Source: an optimization exercise on an open RTL-to-GDS flow (aim: small area). Production flows keep margins and buffers that such runs may drop. In this exercise RTL edits were held to simulation tests only and were not proved equivalent to the original. Power figures rest on the tool's default switching activity, not on a simulated workload.

## flow/run.sh

```bash
#!/bin/bash
# synth_recipe.tcl (not shown) runs the flow's synth.tcl, then flattens the netlist and writes it again
# the make line also repeats each setting of config.mk as NAME=value (left out here)
make -C /OpenROAD-flow-scripts/flow DESIGN_CONFIG=/design/flow/config.mk WORK_HOME=/design/flow/orfs CLKGATE_MAP_FILE= SYNTH_SCRIPT=/design/flow/synth_recipe.tcl finish
```

## flow/config.mk

```make
export PLATFORM = sky130hd
export DESIGN_NAME = harmonic_comb_energy
export DESIGN_NICKNAME = harmonic_comb_energy
export VERILOG_FILES = /design/flow/design.v
export SDC_FILE = /design/flow/constraint.sdc
export NUM_CORES = 4
export LEC_CHECK = 0
export CAP_MARGIN = 20
export CORE_MARGIN = 2
export CORE_UTILIZATION = 40
export SLEW_MARGIN = 20
```

## flow/constraint.sdc

```tcl
create_clock -name core_clock -period 10.0 [get_ports {i_clk}]
set_input_delay 2.0000 -clock core_clock [delete_from_list [all_inputs] [get_ports {i_clk}]]
set_output_delay 2.0000 -clock core_clock [all_outputs]
set_load 0.01 [all_outputs]
```

## flow/design.v

```verilog
package hce_pkg;
    localparam int FREQ_W            = 23;
    localparam int BINW_W            = 24;
    localparam int MAG_W             = 24;
    localparam int ENERGY_W          = 35;
    localparam int CFG_IDX_W         = 1;
    localparam int CFG_DATA_W        = 24;
    localparam int S_TDATA_W         = 24;
    localparam int M_TDATA_W         = 40;
    localparam int DEF_NUM_HARMONICS = 30;
    localparam int DEF_MAX_BINS      = 2048;
    typedef enum logic [CFG_IDX_W-1:0] {
        CFG_FUND = 1'b0,
        CFG_BINW = 1'b1
    } t_cfg_idx;
endpackage
module hce_match (
    input  logic i_unused,
    output logic o_unused
);
    assign o_unused = i_unused;
endmodule
module harmonic_comb_energy #(
    parameter int NUM_HARMONICS = hce_pkg::DEF_NUM_HARMONICS,
    parameter int MAX_BINS      = hce_pkg::DEF_MAX_BINS
) (
    input  logic                              i_clk,
    input  logic                              i_rst_n,
    input  logic                              i_s_tvalid,
    output logic                              o_s_tready,
    input  logic [hce_pkg::S_TDATA_W-1:0]     i_s_tdata,
    input  logic                              i_s_tlast,
    output logic                              o_m_tvalid,
    input  logic                              i_m_tready,
    output logic [hce_pkg::M_TDATA_W-1:0]     o_m_tdata,
    input  logic                              i_cfg_we,
    input  logic [hce_pkg::CFG_IDX_W-1:0]     i_cfg_idx,
    input  logic [hce_pkg::CFG_DATA_W-1:0]    i_cfg_data
);
    localparam int R  = 7;     
    localparam int XW = 36;    
    localparam int EW = 35;
    logic [22:0] r_f;
    logic [23:0] r_w;
    logic [R-1:0]       r_v, r_l, r_d, r_s;
    logic [R-1:0][23:0] r_m;
    logic signed [XW-1:0] r_x;
    logic [4:0]           r_h;
    logic [10:0]          r_k;
    logic [2:0]           r_ec;    
    logic [EW-1:0] r_sum;
    logic          r_ov;
    logic stall, consume;
    assign stall      = r_ov && !i_m_tready;
    assign o_s_tready = !stall;
    assign consume    = r_v[R-1] && !stall;
    logic mode_l, w_ge_2f;
    assign mode_l  = ({1'b0, r_f} > r_w);
    assign w_ge_2f = ({1'b0, r_w} >= {r_f, 1'b0});
    logic signed [XW-1:0] f2, f4, f64, w1, w2;
    assign f2  = XW'({r_f, 1'b0});
    assign f4  = XW'({r_f, 2'b0});
    assign f64 = XW'({r_f, 6'b0});
    assign w1  = XW'(r_w);
    assign w2  = XW'({r_w, 1'b0});
    logic x_neg, x_zero;
    assign x_neg  = r_x[XW-1];
    assign x_zero = (r_x == '0);
    logic         jv;        
    logic [R-1:0] jsel;      
    logic         jlast;
    always_comb begin
        jsel = '0; jlast = 1'b0; jv = 1'b0;
        for (int i = 0; i < R; i++) begin
            if (r_v[i] && !r_d[i]) begin
                jsel  = '0;
                jsel[i] = 1'b1;
                jlast = r_l[i];
                jv    = 1'b1;
            end
        end
        if (r_ec != 3'd0) begin jv = 1'b0; jsel = '0; end
    end
    logic sel;
    always_comb begin
        if (r_k == '0)  sel = w_ge_2f;
        else if (mode_l) sel = (x_neg || x_zero) && (r_h != 5'd31);
        else             sel = !x_neg;
    end
    logic [11:0] k_odd;
    logic [35:0] prod;
    logic [XW-1:0] p_sat;
    assign k_odd = {r_k, 1'b1} - 12'd2;        
    assign prod  = k_odd * r_w;
    assign p_sat = (prod[35:29] != '0) ? XW'(36'h20000000) : XW'(prod[28:0]);
    logic signed [XW-1:0] op_a, op_b, op_c, row;
    logic signed [XW-1:0] x_next;
    logic [4:0]           h_next;
    logic [2:0]           ec_next;
    always_comb begin
        op_a = r_x; op_b = -w2; op_c = '0;
        row = '0;
        x_next = r_x; h_next = r_h; ec_next = r_ec;
        if (r_ec != 3'd0) begin
            ec_next = r_ec + 3'd1;
            if (r_ec == 3'd1) begin
                if (r_k == '0) ec_next = 3'd0;
                x_next = p_sat;
            end else if (!mode_l) begin
                ec_next = 3'd0;
                op_a = f64; op_b = -f4; op_c = -r_x;
                x_next = op_a + op_b + op_c;
            end else if (r_ec != 3'd7) begin
                op_a = r_x <<< 1; op_b = -f64; op_c = '0;
                row = op_a + op_b + op_c;
                x_next = row[XW-1] ? op_a : row;
                h_next = {r_h[3:0], !row[XW-1]};
            end else begin
                ec_next = 3'd0;
                if (!x_zero) begin
                    op_a = f2; op_b = -w2; op_c = -(r_x >>> 5);
                    x_next = op_a + op_b + op_c;
                    h_next = (r_h == 5'd31) ? 5'd31 : r_h + 5'd1;
                end else begin
                    x_next = -w2;
                    h_next = (r_h == 5'd0) ? 5'd31 : r_h;
                end
            end
        end else if (jv && !jlast) begin
            if (r_k == '0) begin
                h_next = 5'd1;
                if (mode_l) begin op_a = f2;  op_b = -w2; op_c = -w1; end
                else        begin op_a = f64; op_b = -f4; op_c = -w1; end
                x_next = op_a + op_b + op_c;
            end else if (r_k != 11'd2047) begin
                if (mode_l) begin
                    op_a = r_x; op_b = -w2; op_c = x_neg ? f2 : '0;
                    x_next = op_a + op_b + op_c;
                    if (x_neg && r_h != 5'd31) h_next = r_h + 5'd1;
                end else if (!x_neg) begin
                    op_a = r_x; op_b = -w2; op_c = '0;
                    x_next = op_a + op_b + op_c;
                end
            end
        end
    end
    always_ff @(posedge i_clk) begin
        if (!i_rst_n) begin
            r_f  <= '0;
            r_w  <= '0;
            r_ec <= 3'd0;
            r_x  <= '0;
            r_h  <= 5'd1;
        end else begin
            r_x  <= x_next;
            r_h  <= h_next;
            r_ec <= ec_next;
            if (i_cfg_we) begin
                r_ec <= 3'd1;
                if (i_cfg_idx == 1'b0) r_f <= i_cfg_data[22:0];
                else                   r_w <= i_cfg_data;
            end
        end
    end
    always_ff @(posedge i_clk) begin
        if (!i_rst_n) begin
            r_k <= '0;
        end else if (jv) begin
            if (jlast)                  r_k <= '0;
            else if (r_k != 11'd2047)   r_k <= r_k + 11'd1;
        end
    end
    logic [R-1:0] d_now, s_now;
    always_comb begin
        for (int i = 0; i < R; i++) begin
            d_now[i] = r_d[i] || jsel[i];
            s_now[i] = jsel[i] ? sel : r_s[i];
        end
    end
    always_ff @(posedge i_clk) begin
        if (!i_rst_n) begin
            r_v <= '0;
        end else if (!stall) begin
            r_v <= {r_v[R-2:0], i_s_tvalid};
        end
    end
    always_ff @(posedge i_clk) begin
        if (!stall) begin
            r_m <= {r_m[R-2:0], i_s_tdata};
            r_l <= {r_l[R-2:0], i_s_tlast};
            r_d <= {d_now[R-2:0], 1'b0};
            r_s <= {s_now[R-2:0], 1'b0};
        end else begin
            r_d <= d_now;
            r_s <= s_now;
        end
    end
    logic [EW:0] sum_wide;
    assign sum_wide = {1'b0, (r_ov ? {EW{1'b0}} : r_sum)} + (EW+1)'(s_now[R-1] ? r_m[R-1] : 24'd0);
    always_ff @(posedge i_clk) begin
        if (!i_rst_n) begin
            r_sum <= '0;
            r_ov  <= 1'b0;
        end else if (consume) begin
            r_sum <= sum_wide[EW] ? {EW{1'b1}} : sum_wide[EW-1:0];
            r_ov  <= r_l[R-1];
        end else if (r_ov && i_m_tready) begin
            r_sum <= '0;
            r_ov  <= 1'b0;
        end
    end
    assign o_m_tvalid = r_ov;
    assign o_m_tdata  = {5'd0, r_sum};
endmodule
```

==> results.json <==
{
  "status": "finished clean",
  "final_antenna_net_count": 0,
  "fillers": 9689,
  "syn_to_final_growth_pct": 9.93,
  "dieArea_um2": 99400,
  "cts.hold.buffers_added": 0,
  "crit_path_end_kind": "register",
  "r2r_slack_ns": 0.87,
  "die_x_um": 315,
  "arrival_ns": 9.62,
  "dp_hpwl_um": 103000,
  "chipHeight_um": 315,
  "antenna_found_initial": 1,
  "cts_inserted_buffers": 39,
  "synth_area_leaders": "fa_1 15%, edfxtp_1 14%, ha_1 12%",
  "clk_latency_ns": 0.61,
  "rsz0062_at_grt": "false",
  "grt_overflow_total": 0,
  "crit_fanout": 13,
  "clkSinkCount": 334,
  "vias": 35047,
  "synthesis.area_um2": 38800,
  "startpoint_type": "register",
  "clock_path_buffers": 3,
  "r2r-end": "r_x[9]$_SDFFE_PN0P_",
  "max_cap_violations": 0,
  "async_flop_share": 0,
  "setup_viol": 0,
  "antenna_cells": 0,
  "gp_congestion": 0.979,
  "clk_pin_slew_ns": 0.07,
  "dr.pass1.iters": 6,
  "cts_tree": "done",
  "grt_max_degree": 86,
  "portBuffers": 91,
  "finalCriticalPeriod_ns": 9.13,
  "whs_endpoint": "r_m[122]$_DFFE_PN_",
  "leakagePower_nw": 18.4,
  "ys_types": 93,
  "ff2ff_path_depth": 26,
  "post-synth-top-count-cell": "nand2_1",
  "worst_pin_slew_ns": 1.19,
  "yosysSeqAreaShare": 0.218,
  "power_density_nw_per_um2": 286,
  "worstHoldStart": "r_m[98]$_DFFE_PN_",
  "fmax_mhz": 110,
  "grt_pass1_wl_um": 202000,
  "relSlewSlack": 0.204,
  "ys_ff_latch": 334,
  "cts.repair.resized": 0,
  "final_layout_size_suffix_gt1_frac": 0.0466,
  "critical_path_class": "register to register",
  "grt.total_usage": 0.263,
  "drt_iter0_drc": 3759,
  "slew_violations": 0,
  "wirelength_um": 132000,
  "setup_tns_ns": 0,
  "synth_cells": 4646,
  "cts_setup_buffers": 0,
  "timing.final.crit_share": 0.913,
  "clockRootBuffer": "clkbuf_16",
  "ios": 97,
  "yosysTopAreaCell": "fa_1",
  "fin_nets": 5394,
  "ys.flop_type": "edfxtp_1",
  "grt_pass1_vias": 33786,
  "wire_per_inst_um": 22.1,
  "cp.required_ns": 10.49,
  "whs_path_depth": 0,
  "postSynthAreaPerCell_um2": 8.34,
  "hp-class": "register to register",
  "viasPerCell": 5.86,
  "ys.warnings.count": 1,
  "finalHoldViolations": 0,
  "synthTopCellsByCount": "631 x nand2_1, 441 x inv_1, 394 x a21oi_1",
  "core_um2": 96400,
  "synth-edff-count": 175,
  "vdd_drop_max_uv": 160,
  "start_util": 0.402,
  "row_count": 114,
  "reg2reg_from": "r_k[0]$_SDFFE_PN0P_",
  "htree_levels": 2,
  "drc": 0,
  "yosys.area.top_type_share": 0.155,
  "clock_skew_ns": 0.0373,
  "placed_cells": 5909,
  "stdcell_count": 5977
}
==> through the flow <==
step | hold slack, ns | setup slack [ns] | util | cell area (um^2) | total power, W
finish | 0.411 | 0.868 | 0.442 | 42600 | 0.0122
CTS | 0.419 | 0.913 | 0.442 | 42600 | 0.0119
global route | 0.423 | 0.430 | 0.442 | 42600 | 0.0131
floorplan | 0.400 | 0.553 | - | 38800 | 0.00808
detailed placement | 0.405 | 0.930 | 0.428 | 41300 | 0.0104
global placement | 0.400 | 1.18 | 0.428 | 41300 | 0.0104
==> layout by cell type, fill, tap and decap left out, drive strengths merged, types with 75 or more instances in the layout <==
master,netlist,routed
xor2,75,75
dfxtp,159,159
fa,300,300
nor2,310,310
a21o,99,99
inv,442,443
edfxtp,175,175
nand2,631,631
nor3,87,87
ha,365,365
clkdlybuf4s50,0,90
nand3,81,81
buf,19,84
xnor2,179,179
a21oi,394,394
o21ai,259,259
==> flip-flops by register name, indices dropped and copies added, names as in the netlist <==
| name | cells |
|---|---|
| r_m | 168 |
| r_k | 11 |
| r_x | 36 |
| r_ec | 3 |
| r_h | 5 |
| r_l | 7 |
| r_sum | 35 |
| r_s | 7 |
| r_w | 24 |
| r_v | 7 |
| r_d | 7 |
| r_f | 23 |
| r_ov | 1 |
==> layout make-up <==
| cell class | instances | area, um^2 | share of cell area |
|---|---|---|---|
| multi-input combinational | 3681 | 28000 | 0.658 |
| sequential | 334 | 8440 | 0.198 |
| inverter | 444 | 1680 | 0.0394 |
| clock buffer | 47 | 1010 | 0.0236 |
| timing repair buffer | 174 | 1530 | 0.0359 |
| tap | 1276 | 1600 | 0.0375 |
| clock inverter | 21 | 310 | 0.00728 |
==> how the worst max path moves through the flow <==
stage                   startpoint                  end  slack, ns  cells after the start
6_report       r_k[0]$_SDFFE_PN0P_  r_x[9]$_SDFFE_PN0P_       0.87                     26
5_1_grt        r_k[0]$_SDFFE_PN0P_  r_x[2]$_SDFFE_PN0P_       0.43                     26
4_1_cts        r_k[0]$_SDFFE_PN0P_  r_x[9]$_SDFFE_PN0P_       0.91                     26
3_5_place_dp   r_k[0]$_SDFFE_PN0P_  r_x[9]$_SDFFE_PN0P_       0.93                     26
3_3_place_gp   r_k[0]$_SDFFE_PN0P_  r_x[9]$_SDFFE_PN0P_       1.18                     26
2_1_floorplan           i_m_tready           o_s_tready       0.55                      4
==> cells by family after synthesis <==
family / count (synthesis) / synth area share
and+or+nand+nor: 1494 / 0.179
AOI/OAI and AO/OA: 1227 / 0.201
adders and majority gates: 665 / 0.273
buffers and inverters: 635 / 0.0621
DFF: 334 / 0.218
xor gates and xnor gates: 254 / 0.0576
muxes: 36 / 0.0100
other: 1 / 0.0000968
==> per-layer routing <==
layer	track usage	vias to the layer above	routed length, um
li1	-	16239	-
met4	0.0709	2	3490
met3	0.0453	192	12500
met1	0.378	17040	58400
met2	0.406	1574	57500
met5	0	-	13
==> power breakdown <==
part,internal (W),switching (W),total (W)
logic,0.00344,0.00552,0.00896
registers,0.00155,0.000169,0.00172
clock network,0.000860,0.000640,0.00150
total,0.00585,0.00633,0.0122
==> worst max-delay path: stages, from the launching register on <==
cell and delay [ns]:
dfxtp_1 0.38, inv_1 0.11, ha_1 0.24, nand3b_1 0.29
or3_1 0.45, xor2_1 0.62, buf_4 0.33, nor2_1 0.08
fa_1 0.48, fa_1 0.52, fa_1 0.53, fa_1 0.57
inv_1 0.06, fa_1 0.53, inv_1 0.04, ha_1 0.36
a21oi_1 0.29, o21ai_0 0.15, a221o_1 0.32, a21oi_1 0.18
nor3b_1 0.19, a21oi_1 0.14, a311oi_1 0.36, xnor2_1 0.20
nor4_4 1.00, a21oi_1 0.18, a2111oi_0 0.41

==> what the ideal ports hide <==
Ports are ideal in the flow. The routed layout listed here was re-timed in OpenROAD. Step 1 sets driving cells, clkbuf_16 on the clock port and buf_2 on the other inputs (assumed; they add their load-dependent delay and slew). Step 2 times the ports against the registers' clock, not the clock port: input delays grow and output delays shrink by t, the midpoint of the rising clock arrivals with the driver on. Three values: ideal, step 1, step 2; two values: the first two.
shift t [ns]: 0.658
setup WS [ns]: 0.868 / 0.868 / 0.868
worst setup path at the end: register to register
worst data-port slew with drivers (ns): 0.10
After both steps this run still meets setup and hold. For this run, drivers alone change the setup slack by 0.000 ns; drivers and shift together by 0.000 ns.
